This design comes from an exercise in tuning for small area on the open sky130 flow, not from production work. No run shown here included a check of the RTL's function; only the layout flow was run. No activity file was given, so power comes from the tool's default toggle rates.

==> flow/design.v, too long to show whole: its modules and the start of the top module <==
// module firFa: 10 lines
// module firHa: 9 lines
// module firHold: 9 lines
// module eegFirFilter: 1304 lines
module eegFirFilter (
    input logic clk,
    input logic reset,
    input logic [12:0] sampleIn,
    output logic [30:0] filterOut
);
  // ...
==> flow/flow/run.sh <==
#!/bin/bash
# Layout flow: the standard ORFS flow, with the port buffers made from the
# smallest buffer cell (every input and output port still gets its own buffer).
set -euo pipefail
bash standard.sh "BUFFER_PORTS_ARGS=-buffer_cell sky130_fd_sc_hd__buf_1" finish > standard_flow.log 2>&1
==> flow/standard.sh <==
#!/bin/bash
# synth_recipe.tcl (not shown) runs the flow's synth.tcl, then flattens the netlist and writes it again
# the make line also repeats each setting of config.mk as NAME=value (left out here)
make -C /OpenROAD-flow-scripts/flow DESIGN_CONFIG=/design/flow/config.mk WORK_HOME=/design/flow/orfs CLKGATE_MAP_FILE= SYNTH_SCRIPT=/design/flow/synth_recipe.tcl "${@:-finish}"
==> flow/config.mk <==
export PLATFORM = sky130hd
export DESIGN_NAME = eegFirFilter
export DESIGN_NICKNAME = eegFirFilter
export VERILOG_FILES = /design/flow/design.v
export SDC_FILE = /design/flow/constraint.sdc
export NUM_CORES = 4
export LEC_CHECK = 0
export ABC_AREA = 0
export CAP_MARGIN = 20
export CORE_MARGIN = 2
export CORE_UTILIZATION = 75
export CTS_BUF_LIST = sky130_fd_sc_hd__clkbuf_8
export CTS_CLUSTER_DIAMETER = 70
export CTS_CLUSTER_SIZE = 16
export PLACE_DENSITY = 0.85
export SLEW_MARGIN = 20
export SYNTH_HIERARCHICAL = 1
export SYNTH_MINIMUM_KEEP_SIZE = 0
==> flow/constraint.sdc <==
create_clock -name core_clock -period 6.0 [get_ports {clk}]
set_input_delay 1.2000 -clock core_clock [delete_from_list [all_inputs] [get_ports {clk}]]
set_output_delay 1.2000 -clock core_clock [all_outputs]
set_load 0.01 [all_outputs]
==> qor.yml, run 1 <==
power_frac_seq: 0.534
slew_headroom: 0.327
comb_cell_power_mw: 0.868
ys_seq_area_frac: 0.384
power.group.top: "sequential cells"
synth.area.mux_share: 0
grt.total_usage: 0.296
fin_crit_sh: 0.984
root_buffer: "clkbuf_8"
htree_num_levels: 1
report.final.setup_viol: 0
clkbuf_count: 24
die_area_um2: 23300
dieWidth_um: 153
irDropWorstVdd_mv: 0.201
buffer_area_frac: 0.0139
cts.clk_slew.worst_paths_ns: 0.10
vias_per_cell: 6.19
crit_required_ns: 6.46
synth_top_family_by_area: "adder cells"
fin_setup_tns_ns: 0
fin_ws_ns: 0.0961
worst-path-stages: 11
pg_seq_mw: 2.25
route.met2.wl_mm: 15.7
totalPowerFinal_mw: 4.22
place.gp.congestion: 0.943
layout.nets: 1584
yosys-top-cells-area: "fa_1 (42%), dfxtp_1 (38%), a22o_1 (11%)"
leakagePower_nw: 7.97
maxCapViolations: 0
whs_endpoint: "d2[11]"
cts_tree: "done"
outcome: "complete, no violations"
synth_compound_area_frac: 0.109
hold_viol_final: 0
synth.avg_cell_area_um2: 14.8
==> run 2, diff against run 1 <==
--- a/flow/design.v
+++ b/flow/design.v
@@ -133,46 +133,46 @@
     logic r3_30;
     logic r2_31;
     logic r3_32;
     logic r2_33;
     logic r3_34;
     logic r2_35;
     logic r3_36;
     logic r2_37;
-    logic r2_38;
+    logic r3_38;
     logic r2_39;
-    logic r3_40;
+    logic r2_40;
     logic r2_41;
-    logic r2_42;
-    logic r3_43;
+    logic r3_42;
+    logic r2_43;
     logic r2_44;
-    logic r2_45;
-    logic r3_46;
+    logic r3_45;
+    logic r2_46;
     logic r2_47;
-    logic r2_48;
-    logic r3_49;
+    logic r3_48;
+    logic r2_49;
     logic r2_50;
-    logic r2_51;
-    logic r3_52;
+    logic r3_51;
+    logic r2_52;
     logic r2_53;
-    logic r2_54;
-    logic r3_55;
+    logic r3_54;
+    logic r2_55;
     logic r2_56;
     logic r2_57;
-    logic r2_58;
+    logic r3_58;
     logic r3_59;
     logic r3_60;
-    logic r3_61;
+    logic r2_61;
     logic r2_62;
-    logic r2_63;
+    logic r3_63;
     logic r3_64;
     logic r3_65;
-    logic r3_66;
-    logic r2_67;
+    logic r2_66;
+    logic r3_67;
     logic r3_68;
     logic r3_69;
     logic r3_70;
     logic r3_71;
     logic r3_72;
     logic r3_73;
     logic r3_74;
     logic r3_75;
@@ -907,364 +907,377 @@
     wire n328s, n328c;
     firHa u328 (.a(n316c), .b(n151s), .s(n328s), .co(n328c));
     wire n329s, n329c;
     firFa u329 (.a(n328s), .b(n317c), .c(n5s), .s(n329s), .co(n329c));
     wire n330s, n330c;
     firFa u330 (.a(n31s), .b(n318c), .c(n107s), .s(n330s), .co(n330c));
     wire n331s, n331c;
     firFa u331 (.a(n224s), .b(n193), .c(n319c), .s(n331s), .co(n331c));
-    wire n332s, n332c;
-    firFa u332 (.a(w8[6]), .b(n176s), .c(n321c), .s(n332s), .co(n332c));
+    wire n332 = ~n329s;
     wire n333s, n333c;
-    firFa u333 (.a(n329s), .b(n330s), .c(n7s), .s(n333s), .co(n333c));
-    wire n334 = ~n332s;
-    wire n335s, n335c;
-    firFa u335 (.a(n322c), .b(n331s), .c(n334), .s(n335s), .co(n335c));
-    wire n336 = ~n324c;
-    wire n337s, n337c;
-    firFa u337 (.a(n333s), .b(n336), .c(n335s), .s(n337s), .co(n337c));
-    wire n338 = ~n202s;
+    firFa u333 (.a(w8[6]), .b(n176s), .c(n332), .s(n333s), .co(n333c));
+    wire n334s, n334c;
+    firFa u334 (.a(n330s), .b(n7s), .c(n322c), .s(n334s), .co(n334c));
+    wire n335 = ~n331s;
+    wire n336s, n336c;
+    firFa u336 (.a(n321c), .b(n335), .c(n333s), .s(n336s), .co(n336c));
+    wire n337 = ~n334s;
+    wire n338s, n338c;
+    firFa u338 (.a(n337), .b(n324c), .c(n336s), .s(n338s), .co(n338c));
     wire n339s, n339c;
-    firFa u339 (.a(n337s), .b(n338), .c(n254s), .s(n339s), .co(n339c));
-    wire n340 = ~r2_39;
+    firFa u339 (.a(n338s), .b(n202s), .c(n325c), .s(n339s), .co(n339c));
+    wire n340 = ~n254s;
     wire n341s, n341c;
-    firFa u341 (.a(r2_37), .b(r2_38), .c(n340), .s(n341s), .co(n341c));
+    firFa u341 (.a(n340), .b(n327c), .c(n339s), .s(n341s), .co(n341c));
     wire n342s, n342c;
     firFa u342 (.a(n53s), .b(n40s), .c(n328c), .s(n342s), .co(n342c));
     wire n343s, n343c;
     firFa u343 (.a(n342s), .b(n245), .c(n6s), .s(n343s), .co(n343c));
     wire n344s, n344c;
     firFa u344 (.a(n32s), .b(n329c), .c(n108s), .s(n344s), .co(n344c));
     wire n345s, n345c;
     firFa u345 (.a(n226s), .b(n330c), .c(n331c), .s(n345s), .co(n345c));
-    wire n346s, n346c;
-    firFa u346 (.a(n343s), .b(n344s), .c(n196s), .s(n346s), .co(n346c));
-    wire n347 = ~n333c;
+    wire n346 = ~n178s;
+    wire n347s, n347c;
+    firFa u347 (.a(n343s), .b(n346), .c(n344s), .s(n347s), .co(n347c));
     wire n348s, n348c;
-    firFa u348 (.a(n178s), .b(n332c), .c(n347), .s(n348s), .co(n348c));
-    wire n349s, n349c;
-    firFa u349 (.a(n345s), .b(n346s), .c(n335c), .s(n349s), .co(n349c));
-    wire n350 = ~n348s;
-    wire n351s, n351c;
-    firFa u351 (.a(n350), .b(n337c), .c(n349s), .s(n351s), .co(n351c));
-    wire n352 = ~w8[7];
+    firFa u348 (.a(n196s), .b(n334c), .c(n345s), .s(n348s), .co(n348c));
+    wire n349 = ~n347s;
+    wire n350s, n350c;
+    firFa u350 (.a(n333c), .b(n336c), .c(n349), .s(n350s), .co(n350c));
+    wire n351 = ~n348s;
+    wire n352s, n352c;
+    firFa u352 (.a(n351), .b(n338c), .c(n350s), .s(n352s), .co(n352c));
     wire n353s, n353c;
-    firFa u353 (.a(r2_41), .b(r2_42), .c(n352), .s(n353s), .co(n353c));
-    wire n354 = ~n341c;
+    firFa u353 (.a(r2_39), .b(r2_40), .c(r2_41), .s(n353s), .co(n353c));
+    wire n354 = ~n8s;
     wire n355s, n355c;
-    firFa u355 (.a(n8s), .b(n354), .c(n353s), .s(n355s), .co(n355c));
-    wire n356 = ~n204s;
+    firFa u355 (.a(w8[7]), .b(n354), .c(n353s), .s(n355s), .co(n355c));
+    wire n356 = ~n256s;
     wire n357s, n357c;
-    firFa u357 (.a(n355s), .b(n356), .c(n256s), .s(n357s), .co(n357c));
+    firFa u357 (.a(n355s), .b(n204s), .c(n356), .s(n357s), .co(n357c));
     wire n358s, n358c;
     firHa u358 (.a(n169), .b(n219), .s(n358s), .co(n358c));
     wire n359s, n359c;
     firFa u359 (.a(n358s), .b(n342c), .c(n7s), .s(n359s), .co(n359c));
     wire n360s, n360c;
     firFa u360 (.a(n33s), .b(n343c), .c(n109s), .s(n360s), .co(n360c));
     wire n361s, n361c;
     firFa u361 (.a(n228s), .b(n344c), .c(n248s), .s(n361s), .co(n361c));
     wire n362s, n362c;
     firFa u362 (.a(n345c), .b(n359s), .c(n360s), .s(n362s), .co(n362c));
     wire n363s, n363c;
-    firFa u363 (.a(n198s), .b(n346c), .c(n361s), .s(n363s), .co(n363c));
-    wire n364s, n364c;
-    firFa u364 (.a(n362s), .b(n349c), .c(n363s), .s(n364s), .co(n364c));
-    wire n365 = ~n351c;
-    wire n366s, n366c;
-    firFa u366 (.a(n180s), .b(n348c), .c(n365), .s(n366s), .co(n366c));
-    wire n367 = ~r2_44;
-    wire n368s, n368c;
-    firFa u368 (.a(n367), .b(r2_45), .c(w8[8]), .s(n368s), .co(n368c));
+    firFa u363 (.a(n347c), .b(n198s), .c(n361s), .s(n363s), .co(n363c));
+    wire n364 = ~n180s;
+    wire n365s, n365c;
+    firFa u365 (.a(n364), .b(n348c), .c(n362s), .s(n365s), .co(n365c));
+    wire n366 = ~n350c;
+    wire n367s, n367c;
+    firFa u367 (.a(n366), .b(n363s), .c(n365s), .s(n367s), .co(n367c));
+    wire n368 = ~r2_44;
     wire n369s, n369c;
-    firFa u369 (.a(n353c), .b(n9s), .c(n355c), .s(n369s), .co(n369c));
+    firFa u369 (.a(r2_43), .b(n368), .c(w8[8]), .s(n369s), .co(n369c));
     wire n370s, n370c;
-    firFa u370 (.a(n369s), .b(n258s), .c(n357c), .s(n370s), .co(n370c));
-    wire n371 = ~n370s;
+    firFa u370 (.a(n353c), .b(n369s), .c(n355c), .s(n370s), .co(n370c));
+    wire n371 = ~n9s;
     wire n372s, n372c;
-    firFa u372 (.a(n368s), .b(n206s), .c(n371), .s(n372s), .co(n372c));
-    wire n373s, n373c;
-    firFa u373 (.a(n358c), .b(n172s), .c(n222s), .s(n373s), .co(n373c));
+    firFa u372 (.a(n371), .b(n370s), .c(n206s), .s(n372s), .co(n372c));
+    wire n373 = ~n258s;
     wire n374s, n374c;
-    firFa u374 (.a(n373s), .b(n359c), .c(n110s), .s(n374s), .co(n374c));
+    firFa u374 (.a(n373), .b(n357c), .c(n372s), .s(n374s), .co(n374c));
     wire n375s, n375c;
-    firFa u375 (.a(n230s), .b(n360c), .c(n250s), .s(n375s), .co(n375c));
+    firFa u375 (.a(n358c), .b(n172s), .c(n222s), .s(n375s), .co(n375c));
     wire n376s, n376c;
-    firFa u376 (.a(n361c), .b(n362c), .c(n374s), .s(n376s), .co(n376c));
+    firFa u376 (.a(n375s), .b(n359c), .c(n110s), .s(n376s), .co(n376c));
     wire n377s, n377c;
-    firFa u377 (.a(n200s), .b(n363c), .c(n375s), .s(n377s), .co(n377c));
+    firFa u377 (.a(n230s), .b(n360c), .c(n250s), .s(n377s), .co(n377c));
     wire n378s, n378c;
-    firFa u378 (.a(n376s), .b(n364c), .c(n377s), .s(n378s), .co(n378c));
-    wire n379 = ~r2_47;
+    firFa u378 (.a(n361c), .b(n362c), .c(n376s), .s(n378s), .co(n378c));
+    wire n379s, n379c;
+    firFa u379 (.a(n200s), .b(n363c), .c(n377s), .s(n379s), .co(n379c));
     wire n380s, n380c;
-    firFa u380 (.a(n379), .b(r2_48), .c(w8[9]), .s(n380s), .co(n380c));
-    wire n381 = ~n368c;
+    firFa u380 (.a(n365c), .b(n378s), .c(n379s), .s(n380s), .co(n380c));
+    wire n381 = ~w8[9];
     wire n382s, n382c;
-    firFa u382 (.a(n8s), .b(n34s), .c(n381), .s(n382s), .co(n382c));
-    wire n383 = ~n382s;
-    wire n384s, n384c;
-    firFa u384 (.a(n380s), .b(n182s), .c(n383), .s(n384s), .co(n384c));
-    wire n385 = ~n384s;
-    wire n386s, n386c;
-    firFa u386 (.a(n10s), .b(n369c), .c(n385), .s(n386s), .co(n386c));
+    firFa u382 (.a(r2_46), .b(r2_47), .c(n381), .s(n382s), .co(n382c));
+    wire n383s, n383c;
+    firFa u383 (.a(n8s), .b(n34s), .c(n382s), .s(n383s), .co(n383c));
+    wire n384 = ~n383s;
+    wire n385s, n385c;
+    firFa u385 (.a(n369c), .b(n182s), .c(n384), .s(n385s), .co(n385c));
+    wire n386 = ~n10s;
     wire n387s, n387c;
-    firFa u387 (.a(n386s), .b(n260s), .c(n370c), .s(n387s), .co(n387c));
-    wire n388 = ~n387s;
-    wire n389s, n389c;
-    firFa u389 (.a(n208s), .b(n388), .c(n372c), .s(n389s), .co(n389c));
+    firFa u387 (.a(n386), .b(n370c), .c(n385s), .s(n387s), .co(n387c));
+    wire n388s, n388c;
+    firFa u388 (.a(n387s), .b(n208s), .c(n372c), .s(n388s), .co(n388c));
+    wire n389 = ~n260s;
     wire n390s, n390c;
-    firFa u390 (.a(n174s), .b(n224s), .c(n373c), .s(n390s), .co(n390c));
+    firFa u390 (.a(n389), .b(n374c), .c(n388s), .s(n390s), .co(n390c));
     wire n391s, n391c;
-    firFa u391 (.a(n390s), .b(n374c), .c(n252s), .s(n391s), .co(n391c));
+    firFa u391 (.a(n174s), .b(n224s), .c(n375c), .s(n391s), .co(n391c));
     wire n392s, n392c;
-    firFa u392 (.a(n375c), .b(n376c), .c(n202s), .s(n392s), .co(n392c));
+    firFa u392 (.a(n391s), .b(n376c), .c(n252s), .s(n392s), .co(n392c));
     wire n393s, n393c;
-    firFa u393 (.a(n377c), .b(n391s), .c(n392s), .s(n393s), .co(n393c));
-    wire n394 = ~w8[10];
-    wire n395s, n395c;
-    firFa u395 (.a(r2_50), .b(r2_51), .c(n394), .s(n395s), .co(n395c));
+    firFa u393 (.a(n377c), .b(n378c), .c(n202s), .s(n393s), .co(n393c));
+    wire n394s, n394c;
+    firFa u394 (.a(n379c), .b(n392s), .c(n393s), .s(n394s), .co(n394c));
+    wire n395 = ~w8[10];
     wire n396s, n396c;
-    firFa u396 (.a(n395s), .b(n9s), .c(n35s), .s(n396s), .co(n396c));
+    firFa u396 (.a(r2_49), .b(r2_50), .c(n395), .s(n396s), .co(n396c));
     wire n397s, n397c;
-    firFa u397 (.a(n111s), .b(n232s), .c(n382c), .s(n397s), .co(n397c));
-    wire n398 = ~n396s;
+    firFa u397 (.a(n382c), .b(n396s), .c(n9s), .s(n397s), .co(n397c));
+    wire n398s, n398c;
+    firFa u398 (.a(n35s), .b(n111s), .c(n232s), .s(n398s), .co(n398c));
     wire n399s, n399c;
-    firFa u399 (.a(n380c), .b(n184s), .c(n398), .s(n399s), .co(n399c));
-    wire n400 = ~n384c;
+    firFa u399 (.a(n383c), .b(n397s), .c(n398s), .s(n399s), .co(n399c));
+    wire n400 = ~n11s;
     wire n401s, n401c;
-    firFa u401 (.a(n397s), .b(n400), .c(n11s), .s(n401s), .co(n401c));
+    firFa u401 (.a(n184s), .b(n385c), .c(n400), .s(n401s), .co(n401c));
     wire n402 = ~n399s;
     wire n403s, n403c;
-    firFa u403 (.a(n402), .b(n386c), .c(n401s), .s(n403s), .co(n403c));
+    firFa u403 (.a(n402), .b(n387c), .c(n401s), .s(n403s), .co(n403c));
     wire n404s, n404c;
-    firFa u404 (.a(n403s), .b(n262s), .c(n387c), .s(n404s), .co(n404c));
-    wire n405 = ~n404s;
+    firFa u404 (.a(n403s), .b(n210s), .c(n388c), .s(n404s), .co(n404c));
+    wire n405 = ~n262s;
     wire n406s, n406c;
-    firFa u406 (.a(n210s), .b(n405), .c(n389c), .s(n406s), .co(n406c));
+    firFa u406 (.a(n405), .b(n390c), .c(n404s), .s(n406s), .co(n406c));
     wire n407s, n407c;
     firHa u407 (.a(n176s), .b(n226s), .s(n407s), .co(n407c));
     wire n408s, n408c;
-    firFa u408 (.a(n390c), .b(n407s), .c(n254s), .s(n408s), .co(n408c));
+    firFa u408 (.a(n391c), .b(n407s), .c(n254s), .s(n408s), .co(n408c));
     wire n409s, n409c;
-    firFa u409 (.a(n391c), .b(n392c), .c(n408s), .s(n409s), .co(n409c));
+    firFa u409 (.a(n392c), .b(n393c), .c(n408s), .s(n409s), .co(n409c));
     wire n410s, n410c;
-    firFa u410 (.a(r2_53), .b(r2_54), .c(w8[11]), .s(n410s), .co(n410c));
+    firFa u410 (.a(r2_52), .b(r2_53), .c(w8[11]), .s(n410s), .co(n410c));
     wire n411s, n411c;
-    firFa u411 (.a(n410s), .b(n395c), .c(n10s), .s(n411s), .co(n411c));
+    firFa u411 (.a(n410s), .b(n396c), .c(n10s), .s(n411s), .co(n411c));
     wire n412s, n412c;
-    firFa u412 (.a(n36s), .b(n396c), .c(n112s), .s(n412s), .co(n412c));
+    firFa u412 (.a(n36s), .b(n397c), .c(n112s), .s(n412s), .co(n412c));
     wire n413s, n413c;
-    firFa u413 (.a(n234s), .b(n397c), .c(n411s), .s(n413s), .co(n413c));
-    wire n414 = ~n412s;
+    firFa u413 (.a(n234s), .b(n398c), .c(n411s), .s(n413s), .co(n413c));
+    wire n414s, n414c;
+    firFa u414 (.a(n399c), .b(n412s), .c(n204s), .s(n414s), .co(n414c));
     wire n415s, n415c;
-    firFa u415 (.a(n186s), .b(n414), .c(n399c), .s(n415s), .co(n415c));
-    wire n416s, n416c;
-    firFa u416 (.a(n204s), .b(n401c), .c(n413s), .s(n416s), .co(n416c));
-    wire n417 = ~n403c;
+    firFa u415 (.a(n186s), .b(n13s), .c(n401c), .s(n415s), .co(n415c));
+    wire n416 = ~n403c;
+    wire n417s, n417c;
+    firFa u417 (.a(n413s), .b(n414s), .c(n416), .s(n417s), .co(n417c));
     wire n418s, n418c;
-    firFa u418 (.a(n13s), .b(n415s), .c(n417), .s(n418s), .co(n418c));
-    wire n419s, n419c;
-    firFa u419 (.a(n416s), .b(n404c), .c(n264s), .s(n419s), .co(n419c));
+    firFa u418 (.a(n415s), .b(n404c), .c(n212s), .s(n418s), .co(n418c));
+    wire n419 = ~n406c;
     wire n420s, n420c;
-    firFa u420 (.a(n418s), .b(n212s), .c(n406c), .s(n420s), .co(n420c));
-    wire n421 = n420s ^ n419s;
-    wire n422 = n420s & ~n419s;
+    firFa u420 (.a(n417s), .b(n264s), .c(n419), .s(n420s), .co(n420c));
+    wire n421 = n418s ^ n420s;
+    wire n422 = n418s & ~n420s;
     wire n423s, n423c;
     firFa u423 (.a(n407c), .b(n178s), .c(n228s), .s(n423s), .co(n423c));
     wire n424s, n424c;
-    firFa u424 (.a(r2_56), .b(r2_57), .c(r2_58), .s(n424s), .co(n424c));
+    firFa u424 (.a(r2_55), .b(r2_56), .c(r2_57), .s(n424s), .co(n424c));
     wire n425s, n425c;
     firFa u425 (.a(n410c), .b(n424s), .c(n11s), .s(n425s), .co(n425c));
     wire n426s, n426c;
     firFa u426 (.a(n37s), .b(n411c), .c(n113s), .s(n426s), .co(n426c));
     wire n427s, n427c;
     firFa u427 (.a(n236s), .b(n412c), .c(n256s), .s(n427s), .co(n427c));
-    wire n428s, n428c;
-    firFa u428 (.a(n413c), .b(n425s), .c(n426s), .s(n428s), .co(n428c));
+    wire n428 = ~n413c;
     wire n429s, n429c;
-    firFa u429 (.a(n13c), .b(n188s), .c(n415c), .s(n429s), .co(n429c));
+    firFa u429 (.a(n13c), .b(n188s), .c(n428), .s(n429s), .co(n429c));
     wire n430s, n430c;
-    firFa u430 (.a(n206s), .b(n427s), .c(n416c), .s(n430s), .co(n430c));
-    wire n431 = ~n428s;
+    firFa u430 (.a(n425s), .b(n426s), .c(n206s), .s(n430s), .co(n430c));
+    wire n431 = ~n415c;
     wire n432s, n432c;
-    firFa u432 (.a(n431), .b(n429s), .c(n418c), .s(n432s), .co(n432c));
+    firFa u432 (.a(n414c), .b(n427s), .c(n431), .s(n432s), .co(n432c));
     wire n433s, n433c;
-    firFa u433 (.a(n430s), .b(n419c), .c(n214s), .s(n433s), .co(n433c));
-    wire n434s, n434c;
-    firFa u434 (.a(n432s), .b(n266s), .c(n420c), .s(n434s), .co(n434c));
-    wire n435 = ~r3_59;
-    wire n436s, n436c;
-    firFa u436 (.a(n435), .b(r3_60), .c(r3_61), .s(n436s), .co(n436c));
+    firFa u433 (.a(n430s), .b(n417c), .c(n432s), .s(n433s), .co(n433c));
+    wire n434 = ~n433s;
+    wire n435s, n435c;
+    firFa u435 (.a(n429s), .b(n434), .c(n418c), .s(n435s), .co(n435c));
+    wire n436 = ~n266s;
     wire n437s, n437c;
-    firHa u437 (.a(n180s), .b(n230s), .s(n437s), .co(n437c));
-    wire n438s, n438c;
-    firFa u438 (.a(r2_62), .b(r2_63), .c(n424c), .s(n438s), .co(n438c));
+    firFa u437 (.a(n214s), .b(n436), .c(n420c), .s(n437s), .co(n437c));
+    wire n438 = ~r3_60;
     wire n439s, n439c;
-    firFa u439 (.a(n438s), .b(n425c), .c(n114s), .s(n439s), .co(n439c));
+    firFa u439 (.a(r3_58), .b(r3_59), .c(n438), .s(n439s), .co(n439c));
     wire n440s, n440c;
-    firFa u440 (.a(n238s), .b(n426c), .c(n258s), .s(n440s), .co(n440c));
-    wire n441 = ~n427c;
+    firHa u440 (.a(n180s), .b(n230s), .s(n440s), .co(n440c));
+    wire n441s, n441c;
+    firFa u441 (.a(r2_61), .b(r2_62), .c(n424c), .s(n441s), .co(n441c));
     wire n442s, n442c;
-    firFa u442 (.a(n13s), .b(n39s), .c(n441), .s(n442s), .co(n442c));
-    wire n443s, n443c;
-    firFa u443 (.a(n428c), .b(n439s), .c(n190s), .s(n443s), .co(n443c));
-    wire n444 = ~n429c;
-    wire n445s, n445c;
-    firFa u445 (.a(n208s), .b(n444), .c(n440s), .s(n445s), .co(n445c));
-    wire n446 = ~n442s;
+    firFa u442 (.a(n441s), .b(n425c), .c(n114s), .s(n442s), .co(n442c));
+    wire n443 = ~n13s;
+    wire n444s, n444c;
+    firFa u444 (.a(n238s), .b(n426c), .c(n443), .s(n444s), .co(n444c));
+    wire n445 = ~n39s;
+    wire n446s, n446c;
+    firFa u446 (.a(n445), .b(n258s), .c(n427c), .s(n446s), .co(n446c));
     wire n447s, n447c;
-    firFa u447 (.a(n446), .b(n430c), .c(n443s), .s(n447s), .co(n447c));
-    wire n448 = ~n432c;
+    firFa u447 (.a(n442s), .b(n190s), .c(n208s), .s(n447s), .co(n447c));
+    wire n448s, n448c;
+    firFa u448 (.a(n430c), .b(n444s), .c(n446s), .s(n448s), .co(n448c));
     wire n449s, n449c;
-    firFa u449 (.a(n445s), .b(n448), .c(n447s), .s(n449s), .co(n449c));
-    wire n450s, n450c;
-    firFa u450 (.a(n449s), .b(n433c), .c(n216s), .s(n450s), .co(n450c));
-    wire n451 = ~r3_66;
-    wire n452s, n452c;
-    firFa u452 (.a(r3_64), .b(r3_65), .c(n451), .s(n452s), .co(n452c));
+    firFa u449 (.a(n432c), .b(n447s), .c(n448s), .s(n449s), .co(n449c));
+    wire n450 = ~n429c;
+    wire n451s, n451c;
+    firFa u451 (.a(n450), .b(n433c), .c(n449s), .s(n451s), .co(n451c));
+    wire n452 = ~n451s;
     wire n453s, n453c;
-    firHa u453 (.a(n436c), .b(n452s), .s(n453s), .co(n453c));
-    wire n454s, n454c;
-    firHa u454 (.a(r2_67), .b(n438c), .s(n454s), .co(n454c));
+    firFa u453 (.a(n452), .b(n435c), .c(n268s), .s(n453s), .co(n453c));
+    wire n454 = ~r3_65;
     wire n455s, n455c;
-    firFa u455 (.a(n182s), .b(n232s), .c(n454s), .s(n455s), .co(n455c));
-    wire n456 = ~n455s;
-    wire n457s, n457c;
-    firFa u457 (.a(n456), .b(n13c), .c(n39c), .s(n457s), .co(n457c));
+    firFa u455 (.a(r3_63), .b(r3_64), .c(n454), .s(n455s), .co(n455c));
+    wire n456 = n439c ^ n455s;
+    wire n457 = n439c & ~n455s;
     wire n458s, n458c;
-    firFa u458 (.a(n439c), .b(n260s), .c(n440c), .s(n458s), .co(n458c));
+    firHa u458 (.a(r2_66), .b(n441c), .s(n458s), .co(n458c));
     wire n459s, n459c;
-    firFa u459 (.a(n457s), .b(n240s), .c(n442c), .s(n459s), .co(n459c));
-    wire n460s, n460c;
-    firFa u460 (.a(n116s), .b(n192s), .c(n443c), .s(n460s), .co(n460c));
+    firFa u459 (.a(n182s), .b(n232s), .c(n458s), .s(n459s), .co(n459c));
+    wire n460 = ~n459s;
     wire n461s, n461c;
-    firFa u461 (.a(n210s), .b(n458s), .c(n445c), .s(n461s), .co(n461c));
-    wire n462 = ~n459s;
+    firFa u461 (.a(n460), .b(n13c), .c(n39c), .s(n461s), .co(n461c));
+    wire n462 = ~n442c;
     wire n463s, n463c;
-    firFa u463 (.a(n462), .b(n447c), .c(n460s), .s(n463s), .co(n463c));
+    firFa u463 (.a(n462), .b(n461s), .c(n240s), .s(n463s), .co(n463c));
     wire n464s, n464c;
-    firFa u464 (.a(n461s), .b(n449c), .c(n463s), .s(n464s), .co(n464c));
+    firFa u464 (.a(n444c), .b(n260s), .c(n446c), .s(n464s), .co(n464c));
     wire n465s, n465c;
-    firFa u465 (.a(r3_68), .b(r3_69), .c(r3_70), .s(n465s), .co(n465c));
-    wire n466 = ~n465s;
+    firFa u465 (.a(n116s), .b(n192s), .c(n210s), .s(n465s), .co(n465c));
+    wire n466s, n466c;
+    firFa u466 (.a(n447c), .b(n448c), .c(n464s), .s(n466s), .co(n466c));
     wire n467s, n467c;
-    firFa u467 (.a(r3_71), .b(n466), .c(n452c), .s(n467s), .co(n467c));
-    wire n468s, n468c;
-    firHa u468 (.a(n453c), .b(n467s), .s(n468s), .co(n468c));
+    firFa u467 (.a(n465s), .b(n449c), .c(n466s), .s(n467s), .co(n467c));
+    wire n468 = ~n463s;
     wire n469s, n469c;
-    firHa u469 (.a(n454c), .b(n184s), .s(n469s), .co(n469c));
-    wire n470s, n470c;
-    firFa u470 (.a(n234s), .b(n455c), .c(n469s), .s(n470s), .co(n470c));
+    firFa u469 (.a(n468), .b(n451c), .c(n467s), .s(n469s), .co(n469c));
+    wire n470 = ~r3_67;
     wire n471s, n471c;
-    firFa u471 (.a(n470s), .b(n192c), .c(n262s), .s(n471s), .co(n471c));
-    wire n472s, n472c;
-    firFa u472 (.a(n457c), .b(n242s), .c(n459c), .s(n472s), .co(n472c));
+    firFa u471 (.a(n470), .b(r3_68), .c(r3_69), .s(n471s), .co(n471c));
+    wire n472 = ~n471s;
     wire n473s, n473c;
-    firFa u473 (.a(n458c), .b(n460c), .c(n471s), .s(n473s), .co(n473c));
-    wire n474 = ~n461c;
-    wire n475s, n475c;
-    firFa u475 (.a(n118s), .b(n474), .c(n472s), .s(n475s), .co(n475c));
+    firFa u473 (.a(r3_70), .b(n455c), .c(n472), .s(n473s), .co(n473c));
+    wire n474 = n457 ^ n473s;
+    wire n475 = n457 & ~n473s;
     wire n476s, n476c;
-    firFa u476 (.a(n212s), .b(n463c), .c(n473s), .s(n476s), .co(n476c));
-    wire n477 = ~n475s;
-    wire n478s, n478c;
-    firFa u478 (.a(n477), .b(n464c), .c(n476s), .s(n478s), .co(n478c));
-    wire n479 = ~n271;
-    wire n480s, n480c;
-    firFa u480 (.a(r3_72), .b(r3_73), .c(n479), .s(n480s), .co(n480c));
-    wire n481 = ~n467c;
+    firHa u476 (.a(n458c), .b(n184s), .s(n476s), .co(n476c));
+    wire n477s, n477c;
+    firFa u477 (.a(n234s), .b(n459c), .c(n476s), .s(n477s), .co(n477c));
+    wire n478 = ~n461c;
+    wire n479s, n479c;
+    firFa u479 (.a(n477s), .b(n478), .c(n192c), .s(n479s), .co(n479c));
+    wire n480 = ~n262s;
+    wire n481s, n481c;
+    firFa u481 (.a(n242s), .b(n463c), .c(n480), .s(n481s), .co(n481c));
     wire n482s, n482c;
-    firFa u482 (.a(n465c), .b(n480s), .c(n481), .s(n482s), .co(n482c));
-    wire n483 = n468c ^ n482s;
-    wire n484 = n468c & ~n482s;
+    firFa u482 (.a(n464c), .b(n479s), .c(n465c), .s(n482s), .co(n482c));
+    wire n483 = ~n466c;
+    wire n484s, n484c;
+    firFa u484 (.a(n118s), .b(n483), .c(n481s), .s(n484s), .co(n484c));
     wire n485s, n485c;
-    firHa u485 (.a(n469c), .b(n186s), .s(n485s), .co(n485c));
-    wire n486s, n486c;
-    firFa u486 (.a(n236s), .b(n470c), .c(n485s), .s(n486s), .co(n486c));
+    firFa u485 (.a(n212s), .b(n482s), .c(n467c), .s(n485s), .co(n485c));
+    wire n486 = ~n484s;
     wire n487s, n487c;
-    firFa u487 (.a(n486s), .b(n119), .c(n471c), .s(n487s), .co(n487c));
-    wire n488 = ~n264s;
+    firFa u487 (.a(n486), .b(n469c), .c(n485s), .s(n487s), .co(n487c));
+    wire n488 = ~n271;
     wire n489s, n489c;
-    firFa u489 (.a(n243), .b(n472c), .c(n488), .s(n489s), .co(n489c));
-    wire n490s, n490c;
-    firFa u490 (.a(n475c), .b(n214s), .c(n489s), .s(n490s), .co(n490c));
+    firFa u489 (.a(r3_71), .b(r3_72), .c(n488), .s(n489s), .co(n489c));
+    wire n490 = ~n471c;
     wire n491s, n491c;
-    firFa u491 (.a(n473c), .b(n487s), .c(n476c), .s(n491s), .co(n491c));
-    wire n492 = ~r3_74;
-    wire n493s, n493c;
-    firFa u493 (.a(n492), .b(r3_75), .c(r3_76), .s(n493s), .co(n493c));
+    firFa u491 (.a(n490), .b(n489s), .c(n473c), .s(n491s), .co(n491c));
+    wire n492 = n475 ^ n491s;
+    wire n493 = n475 & ~n491s;
     wire n494s, n494c;
-    firFa u494 (.a(n272), .b(n493s), .c(n480c), .s(n494s), .co(n494c));
-    wire n495 = ~n484;
+    firHa u494 (.a(n476c), .b(n186s), .s(n494s), .co(n494c));
+    wire n495s, n495c;
+    firFa u495 (.a(n236s), .b(n477c), .c(n494s), .s(n495s), .co(n495c));
     wire n496s, n496c;
-    firFa u496 (.a(n494s), .b(n482c), .c(n495), .s(n496s), .co(n496c));
-    wire n497s, n497c;
-    firHa u497 (.a(n485c), .b(n188s), .s(n497s), .co(n497c));
+    firFa u496 (.a(n495s), .b(n119), .c(n479c), .s(n496s), .co(n496c));
+    wire n497 = ~n264s;
     wire n498s, n498c;
-    firFa u498 (.a(n238s), .b(n486c), .c(n497s), .s(n498s), .co(n498c));
-    wire n499 = ~n120;
+    firFa u498 (.a(n243), .b(n481c), .c(n497), .s(n498s), .co(n498c));
+    wire n499 = ~n484c;
     wire n500s, n500c;
-    firFa u500 (.a(n498s), .b(n244), .c(n499), .s(n500s), .co(n500c));
-    wire n501 = ~n489c;
+    firFa u500 (.a(n496s), .b(n482c), .c(n499), .s(n500s), .co(n500c));
+    wire n501 = ~n485c;
     wire n502s, n502c;
-    firFa u502 (.a(n487c), .b(n500s), .c(n501), .s(n502s), .co(n502c));
-    wire n503s, n503c;
-    firFa u503 (.a(n266s), .b(n216s), .c(n490c), .s(n503s), .co(n503c));
-    wire n504 = ~r3_79;
+    firFa u502 (.a(n214s), .b(n498s), .c(n501), .s(n502s), .co(n502c));
+    wire n503 = ~r3_75;
+    wire n504s, n504c;
+    firFa u504 (.a(r3_73), .b(r3_74), .c(n503), .s(n504s), .co(n504c));
     wire n505s, n505c;
-    firFa u505 (.a(r3_77), .b(r3_78), .c(n504), .s(n505s), .co(n505c));
-    wire n506s, n506c;
-    firFa u506 (.a(n493c), .b(n505s), .c(n494c), .s(n506s), .co(n506c));
-    wire n507 = n506s ^ n496c;
-    wire n508 = n506s | n496c;
-    wire n509 = n190s ^ n240s;
-    wire n510 = n190s | n240s;
+    firFa u505 (.a(n272), .b(n504s), .c(n489c), .s(n505s), .co(n505c));
+    wire n506 = ~n493;
+    wire n507s, n507c;
+    firFa u507 (.a(n505s), .b(n491c), .c(n506), .s(n507s), .co(n507c));
+    wire n508s, n508c;
+    firHa u508 (.a(n494c), .b(n188s), .s(n508s), .co(n508c));
+    wire n509s, n509c;
+    firFa u509 (.a(n238s), .b(n495c), .c(n508s), .s(n509s), .co(n509c));
+    wire n510 = ~n120;
     wire n511s, n511c;
-    firFa u511 (.a(n497c), .b(n498c), .c(n509), .s(n511s), .co(n511c));
-    wire n512s, n512c;
-    firFa u512 (.a(n511s), .b(n500c), .c(n502c), .s(n512s), .co(n512c));
+    firFa u511 (.a(n509s), .b(n244), .c(n510), .s(n511s), .co(n511c));
+    wire n512 = ~n498c;
     wire n513s, n513c;
-    firFa u513 (.a(r3_64), .b(r3_69), .c(r3_80), .s(n513s), .co(n513c));
-    wire n514 = ~n513s;
+    firFa u513 (.a(n496c), .b(n511s), .c(n512), .s(n513s), .co(n513c));
+    wire n514 = ~n500c;
     wire n515s, n515c;
-    firFa u515 (.a(r3_81), .b(n514), .c(n505c), .s(n515s), .co(n515c));
-    wire n516s, n516c;
-    firFa u516 (.a(n515s), .b(n506c), .c(n508), .s(n516s), .co(n516c));
+    firFa u515 (.a(n266s), .b(n514), .c(n216s), .s(n515s), .co(n515c));
+    wire n516 = ~r3_76;
     wire n517s, n517c;
-    firFa u517 (.a(n510), .b(n192s), .c(n242s), .s(n517s), .co(n517c));
-    wire n518s, n518c;
-    firFa u518 (.a(r3_82), .b(r3_72), .c(r3_71), .s(n518s), .co(n518c));
-    wire n519 = ~n513c;
-    wire n520s, n520c;
-    firFa u520 (.a(r3_83), .b(r3_84), .c(n519), .s(n520s), .co(n520c));
-    wire n521 = ~n518s;
-    wire n522s, n522c;
-    firFa u522 (.a(n521), .b(n515c), .c(n520s), .s(n522s), .co(n522c));
-    wire n523 = n522s ^ n516c;
-    wire n524 = n522s | n516c;
+    firFa u517 (.a(n516), .b(r3_77), .c(r3_78), .s(n517s), .co(n517c));
+    wire n518 = ~n517s;
+    wire n519s, n519c;
+    firFa u519 (.a(n504c), .b(n518), .c(n505c), .s(n519s), .co(n519c));
+    wire n520 = n519s ^ n507c;
+    wire n521 = n519s | n507c;
+    wire n522 = n190s ^ n240s;
+    wire n523 = n190s | n240s;
+    wire n524s, n524c;
+    firFa u524 (.a(n508c), .b(n509c), .c(n522), .s(n524s), .co(n524c));
     wire n525s, n525c;
-    firFa u525 (.a(n192c), .b(n243), .c(n517c), .s(n525s), .co(n525c));
+    firFa u525 (.a(n524s), .b(n511c), .c(n513c), .s(n525s), .co(n525c));
     wire n526s, n526c;
-    firFa u526 (.a(r3_85), .b(n271), .c(n518c), .s(n526s), .co(n526c));
-    wire n527 = ~n526s;
+    firFa u526 (.a(r3_79), .b(r3_70), .c(r3_80), .s(n526s), .co(n526c));
+    wire n527 = ~r3_81;
     wire n528s, n528c;
-    firFa u528 (.a(n527), .b(n520c), .c(n522c), .s(n528s), .co(n528c));
-    wire n529 = n528s ^ n524;
-    wire n530 = n528s | n524;
-    wire n531 = ~r3_87;
+    firFa u528 (.a(n527), .b(n526s), .c(n517c), .s(n528s), .co(n528c));
+    wire n529 = ~n528s;
+    wire n530s, n530c;
+    firFa u530 (.a(n529), .b(n519c), .c(n521), .s(n530s), .co(n530c));
+    wire n531s, n531c;
+    firFa u531 (.a(n523), .b(n192s), .c(n242s), .s(n531s), .co(n531c));
     wire n532s, n532c;
-    firFa u532 (.a(r3_86), .b(n531), .c(n272), .s(n532s), .co(n532c));
+    firFa u532 (.a(r3_82), .b(r3_71), .c(r3_68), .s(n532s), .co(n532c));
     wire n533 = ~n526c;
     wire n534s, n534c;
-    firFa u534 (.a(n532s), .b(n533), .c(n528c), .s(n534s), .co(n534c));
-    wire n535 = n534s ^ n530;
-    wire n536 = n534s | n530;
-    wire n537s, n537c;
-    firFa u537 (.a(n532c), .b(n534c), .c(n536), .s(n537s), .co(n537c));
+    firFa u534 (.a(r3_83), .b(r3_84), .c(n533), .s(n534s), .co(n534c));
+    wire n535 = ~n534s;
+    wire n536s, n536c;
+    firFa u536 (.a(n532s), .b(n528c), .c(n535), .s(n536s), .co(n536c));
+    wire n537 = n536s ^ n530c;
+    wire n538 = n536s & ~n530c;
+    wire n539s, n539c;
+    firFa u539 (.a(n192c), .b(n243), .c(n531c), .s(n539s), .co(n539c));
+    wire n540s, n540c;
+    firFa u540 (.a(r3_85), .b(n271), .c(n532c), .s(n540s), .co(n540c));
+    wire n541 = ~n534c;
+    wire n542s, n542c;
+    firFa u542 (.a(n540s), .b(n541), .c(n536c), .s(n542s), .co(n542c));
+    wire n543s, n543c;
+    firHa u543 (.a(n542s), .b(n538), .s(n543s), .co(n543c));
+    wire n544 = ~r3_87;
+    wire n545s, n545c;
+    firFa u545 (.a(r3_86), .b(n544), .c(n272), .s(n545s), .co(n545c));
+    wire n546 = ~n545s;
+    wire n547s, n547c;
+    firFa u547 (.a(n546), .b(n540c), .c(n542c), .s(n547s), .co(n547c));
+    wire n548s, n548c;
+    firHa u548 (.a(n547s), .b(n543c), .s(n548s), .co(n548c));
+    wire n549 = ~n545c;
+    wire n550s, n550c;
+    firFa u550 (.a(n549), .b(n547c), .c(n548c), .s(n550s), .co(n550c));
     always_ff @(posedge clk) begin
         r2_0 <= n7c;
         r2_1 <= n20c;
         r2_2 <= n33c;
         r2_3 <= n46c;
         r2_4 <= n59c;
         r2_5 <= n72c;
         r2_6 <= n85c;
@@ -1293,88 +1306,88 @@
         r2_29 <= n289;
         r3_30 <= r2_29;
         r2_31 <= n301s;
         r3_32 <= r2_31;
         r2_33 <= n314s;
         r3_34 <= r2_33;
         r2_35 <= n327s;
         r3_36 <= r2_35;
-        r2_37 <= n325c;
-        r2_38 <= n327c;
-        r2_39 <= n339s;
-        r3_40 <= n341s;
-        r2_41 <= n351s;
-        r2_42 <= n339c;
-        r3_43 <= n357s;
-        r2_44 <= n364s;
-        r2_45 <= n366s;
-        r3_46 <= n372s;
-        r2_47 <= n378s;
-        r2_48 <= n366c;
-        r3_49 <= n389s;
-        r2_50 <= n378c;
-        r2_51 <= n393s;
-        r3_52 <= n406s;
-        r2_53 <= n393c;
-        r2_54 <= n409s;
-        r3_55 <= n421;
-        r2_56 <= n423s;
-        r2_57 <= n408c;
-        r2_58 <= n409c;
-        r3_59 <= n433s;
-        r3_60 <= n422;
-        r3_61 <= n434s;
-        r2_62 <= n423c;
-        r2_63 <= n437s;
-        r3_64 <= n268s;
-        r3_65 <= n434c;
-        r3_66 <= n450s;
-        r2_67 <= n437c;
-        r3_68 <= n464s;
-        r3_69 <= n218s;
-        r3_70 <= n450c;
-        r3_71 <= n270s;
-        r3_72 <= n218c;
-        r3_73 <= n478s;
-        r3_74 <= n490s;
-        r3_75 <= n478c;
-        r3_76 <= n491s;
-        r3_77 <= n502s;
-        r3_78 <= n491c;
-        r3_79 <= n503s;
-        r3_80 <= n503c;
-        r3_81 <= n512s;
-        r3_82 <= n517s;
-        r3_83 <= n511c;
-        r3_84 <= n512c;
-        r3_85 <= n525s;
+        r2_37 <= n341s;
+        r3_38 <= r2_37;
+        r2_39 <= n352s;
+        r2_40 <= n339c;
+        r2_41 <= n341c;
+        r3_42 <= n357s;
+        r2_43 <= n352c;
+        r2_44 <= n367s;
+        r3_45 <= n374s;
+        r2_46 <= n367c;
+        r2_47 <= n380s;
+        r3_48 <= n390s;
+        r2_49 <= n380c;
+        r2_50 <= n394s;
+        r3_51 <= n406s;
+        r2_52 <= n394c;
+        r2_53 <= n409s;
+        r3_54 <= n421;
+        r2_55 <= n423s;
+        r2_56 <= n408c;
+        r2_57 <= n409c;
+        r3_58 <= n435s;
+        r3_59 <= n422;
+        r3_60 <= n437s;
+        r2_61 <= n423c;
+        r2_62 <= n440s;
+        r3_63 <= n216s;
+        r3_64 <= n437c;
+        r3_65 <= n453s;
+        r2_66 <= n440c;
+        r3_67 <= n469s;
+        r3_68 <= n270s;
+        r3_69 <= n453c;
+        r3_70 <= n218s;
+        r3_71 <= n218c;
+        r3_72 <= n487s;
+        r3_73 <= n500s;
+        r3_74 <= n487c;
+        r3_75 <= n502s;
+        r3_76 <= n513s;
+        r3_77 <= n502c;
+        r3_78 <= n515s;
+        r3_79 <= n268s;
+        r3_80 <= n515c;
+        r3_81 <= n525s;
+        r3_82 <= n531s;
+        r3_83 <= n524c;
+        r3_84 <= n525c;
+        r3_85 <= n539s;
         r3_86 <= n244;
-        r3_87 <= n525c;
+        r3_87 <= n539c;
     end
     logic [23:0] sum;
     assign sum[0] = ~r3_26;
     assign sum[1] = r3_28;
     assign sum[2] = ~r3_30;
     assign sum[3] = r3_32;
     assign sum[4] = r3_34;
     assign sum[5] = r3_36;
-    assign sum[6] = r3_40;
-    assign sum[7] = ~r3_43;
-    assign sum[8] = r3_46;
-    assign sum[9] = r3_49;
-    assign sum[10] = r3_52;
-    assign sum[11] = ~r3_55;
-    assign sum[12] = n436s;
-    assign sum[13] = n453s;
-    assign sum[14] = n468s;
-    assign sum[15] = ~n483;
-    assign sum[16] = ~n496s;
-    assign sum[17] = n507;
-    assign sum[18] = ~n516s;
-    assign sum[19] = n523;
-    assign sum[20] = n529;
-    assign sum[21] = n535;
-    assign sum[22] = ~n537s;
-    assign sum[23] = n537c;
+    assign sum[6] = r3_38;
+    assign sum[7] = r3_42;
+    assign sum[8] = r3_45;
+    assign sum[9] = r3_48;
+    assign sum[10] = r3_51;
+    assign sum[11] = ~r3_54;
+    assign sum[12] = n439s;
+    assign sum[13] = ~n456;
+    assign sum[14] = ~n474;
+    assign sum[15] = ~n492;
+    assign sum[16] = ~n507s;
+    assign sum[17] = n520;
+    assign sum[18] = ~n530s;
+    assign sum[19] = ~n537;
+    assign sum[20] = n543s;
+    assign sum[21] = n548s;
+    assign sum[22] = n550s;
+    assign sum[23] = ~n550c;
     assign filterOut = {v4, outCount == 5'd17, {6{sum[23]}}, sum[22:0]};
 endmodule
 `default_nettype wire
==> qor.yml, run 2 <==
outcome: "complete, no violations"
ios: 46
crit_type: "flop to flop"
power_density_nw_per_um2: 241
reg2regPathDepth: 12
hold_viol_final: 0  # unchanged
ys_ff_latch: 318
syn_nets: 1536
nFillCells: 1177
vias_per_cell: 6.12  # -1.1%
min_from: "r2_35"
totalPowerFinal_mw: 4.20  # -0.35%
die_h_um: 153
fin_crit_sh: 0.987  # +0.00266
syn_inst: 1129
place.gp.congestion: 0.923  # -2.1%
max_freq_ghz: 0.169
synth-main-ff-cell: "dfxtp_1"
via_count: 8985
worstMarginPinSlew_ns: 0.852
grt_pass1_wl_mm: 52.4
cp.arrival_ns: 6.38
final_cells: 1468
post-cts-setup-buffers: 0
switching_share: 0.291
cts_tree: "done"
die_area_um2: 23300  # +0.11%
grt_max_degree: 86
slew_headroom: 0.432  # +0.105
maxCapViolations: 0  # unchanged
drt_iter0_markers: 754
diodes: 0
whs_ns: 0.333
synth_common_cells: "fa_1 (348), dfxtp_1 (318), a22o_1 (204), inv_1 (170), ha_1 (44)"
coreArea_um2: 21800
port_buffers: 45
syn_to_final_growth_pct: 5.18
irDropWorstVdd_mv: 0.200  # -0.74%
critPathLaunchType: "flop"
ys_seq_area_frac: 0.383  # -0.000434
crit_fanout: 3
grt.total_usage: 0.294  # -0.00181
htree_num_levels: 1  # unchanged
final_common_cell: "fa_1"
power.internal_mw: 2.98
syn_area_um2: 16600
synth.avg_cell_area_um2: 14.7  # -0.51%
whs_endpoint: "r3_36"
synth_edf_count: 0
cts.clk_slew.worst_paths_ns: 0.10  # about the same
yosysMostFrequentCell: "fa_1"
layout.nets: 1592  # +0.51%
dieWidth_um: 153  # about the same
drc_errors: 0
hp-class: "flop to flop"
drv_slew: 0
leakagePower_nw: 7.89  # -0.96%
met1_usage: 0.432
rrSetupSlack_ns: 0.08
post-route-min-period_ns: 5.92
grt_use_met2: 0.449
synth_warnings: 14
cts.sinks: 318
ys_async_sr_fraction: 0
grt.busiest_layer: "met2"
p_comb_frac: 0.216
yosys-top-cells-area: "fa_1 (42%), dfxtp_1 (38%), a22o_1 (11%)"
r2r-end: "r2_53"
yosysTopAreaCell: "fa_1"
avgRoutedWirePerCell_um: 23.0
overflow: 0
dpl.hpwl_mm: 26.8
power_frac_seq: 0.536  # +0.002
worst_hold_path.num_cells: 0
clock_latency_ns: 0.60
cts_buffers: 24
crit_path_end_kind: "flop"
pwr-share-clk: 0.247
final_cell_mix: "fa_1 (337), dfxtp_1 (315), a22o_1 (204)"
r2r-start: "w5[0]"
drt_wl_total_mm: 33.8
placed_cells: 1439
critPathLaunch: "w5[0]"
first_pass_iters: 5
cts_buffer_depth: 3
antenna_found_initial: 1
root_buffer: "clkbuf_8"
antenna_left: 0
power.switching_mw: 1.22
synth_cell_types: 19
drive_gt1_frac: 0.0471
finalClockSkew_ns: 0.0289
met3_usage: 0.0813
grt_pass1_vias: 9839
report.final.setup_viol: 0  # unchanged
rows: 54
crit_required_ns: 6.46  # about the same
start_util: 0.763
synth_top_area_frac: 0.420
[run 2: what timing repair did]
| item | CTS | global route |
|---|---|---|
| setup endpoints to repair | 0 | 9 |
| hold buffers | 0 | 0 |
| hold endpoints to repair | 0 | 0 |
| gates resized for setup | 0 | 16 |
[run 2: logic make-up (layout without fill, tap and decap cells)]
group,count (synthesis),in the layout,synth area share
buffers and inverters,191,250,0.0477
AO/OA/AOI/OAI,208,208,0.109
XOR/XNOR,2,2,0.00106
AND/OR/NAND/NOR,18,18,0.00603
flip-flops,318,318,0.383
adder cells (fa/ha/maj),392,392,0.453
[run 2: worst max path at each step]
stage / endpoint / cells after the start
3_5_place_dp: r2_37 / 12
6_report: r2_53 / 12
3_3_place_gp: r2_37 / 12
5_1_grt: r2_53 / 12
2_1_floorplan: w0[0] / 3
4_1_cts: r2_37 / 12
[run 2: critical path, cell delays in order (launching register included)]
cell	delay, ns
dfxtp_1	0.35
ha_1	0.22
fa_1	0.41
fa_1	0.42
fa_1	0.48
fa_1	0.46
fa_1	0.41
fa_1	0.42
fa_1	0.63
fa_1	0.48
fa_1	0.61
fa_1	0.44
fa_1	0.47
[run 2: area by class of cell]
cell class | instances | area (um^2) | share of cell area
clock buffer | 24 | 330 | 0.0189
inverter | 170 | 638 | 0.0365
timing repair buffer | 51 | 215 | 0.0123
sequential | 318 | 6370 | 0.365
tap | 280 | 350 | 0.0201
clock inverter | 5 | 43.8 | 0.00251
multi-input combinational | 620 | 9520 | 0.545
[run 2: per-layer routing]
| layer | vias up | part of all wire |
|---|---|---|
| met5 | - | 0.00038 |
| met4 | 2 | 0.025 |
| met3 | 72 | 0.087 |
| met2 | 357 | 0.47 |
| met1 | 4750 | 0.42 |
| li1 | 3804 | - |
[run 2: metrics by stage]
stage	TNS, ns	area, um^2	util	worst slack [ns]
floorplan	0	16600	-	0.231
global placement	0	17000	0.784	0.183
detailed placement	0	17000	0.784	0.0532
CTS	0	17400	0.801	0.0273
global route	-0.0940	17500	0.803	-0.0579
finish	0	17500	0.803	0.0801
[run 2: power groups by stage]
| stage | clock network, mW | logic (mW) | registers [mW] |
|---|---|---|---|
| floorplan | 0 | 0.765 | 2.29 |
| global placement | 0 | 0.847 | 2.30 |
| detailed placement | 0 | 0.923 | 2.31 |
| CTS | 1.06 | 0.928 | 2.26 |
| global route | 1.13 | 1.05 | 2.26 |
| finish | 1.04 | 0.908 | 2.25 |
[run 2: per-module statistics from Yosys, one instance, submodules excluded]
module | flops+latches | cell area (um^2)
firHold | 0 | 8.76
firFa | 0 | 20.0
firHa | 0 | 12.5
eegFirFilter | 318 | 7580

re-timing with driven ports:
No port has a modelled driver above. Below, the same layouts with a new extraction and two added sets of constraints.
Step 1: set_driving_cell puts a clkbuf_16 on clk and a buf_2 on each other input, an assumption about the parent block.
Step 2 also shifts input and output timing later by t, the mid clock arrival at the registers, as if the neighbouring blocks saw the same clock.
Slacks: no drivers / after step 1 / after step 2; pairs: no drivers / after step 1.
run	t (ns)	slack for setup (ns)	latest minus earliest clock arrival (ns)
run 1	0.622	0.096 / 0.096 / 0.096	0.042 / 0.042
run 2	0.623	0.080 / 0.080 / 0.080	0.029 / 0.029
After both steps setup and hold are still met in every run listed.
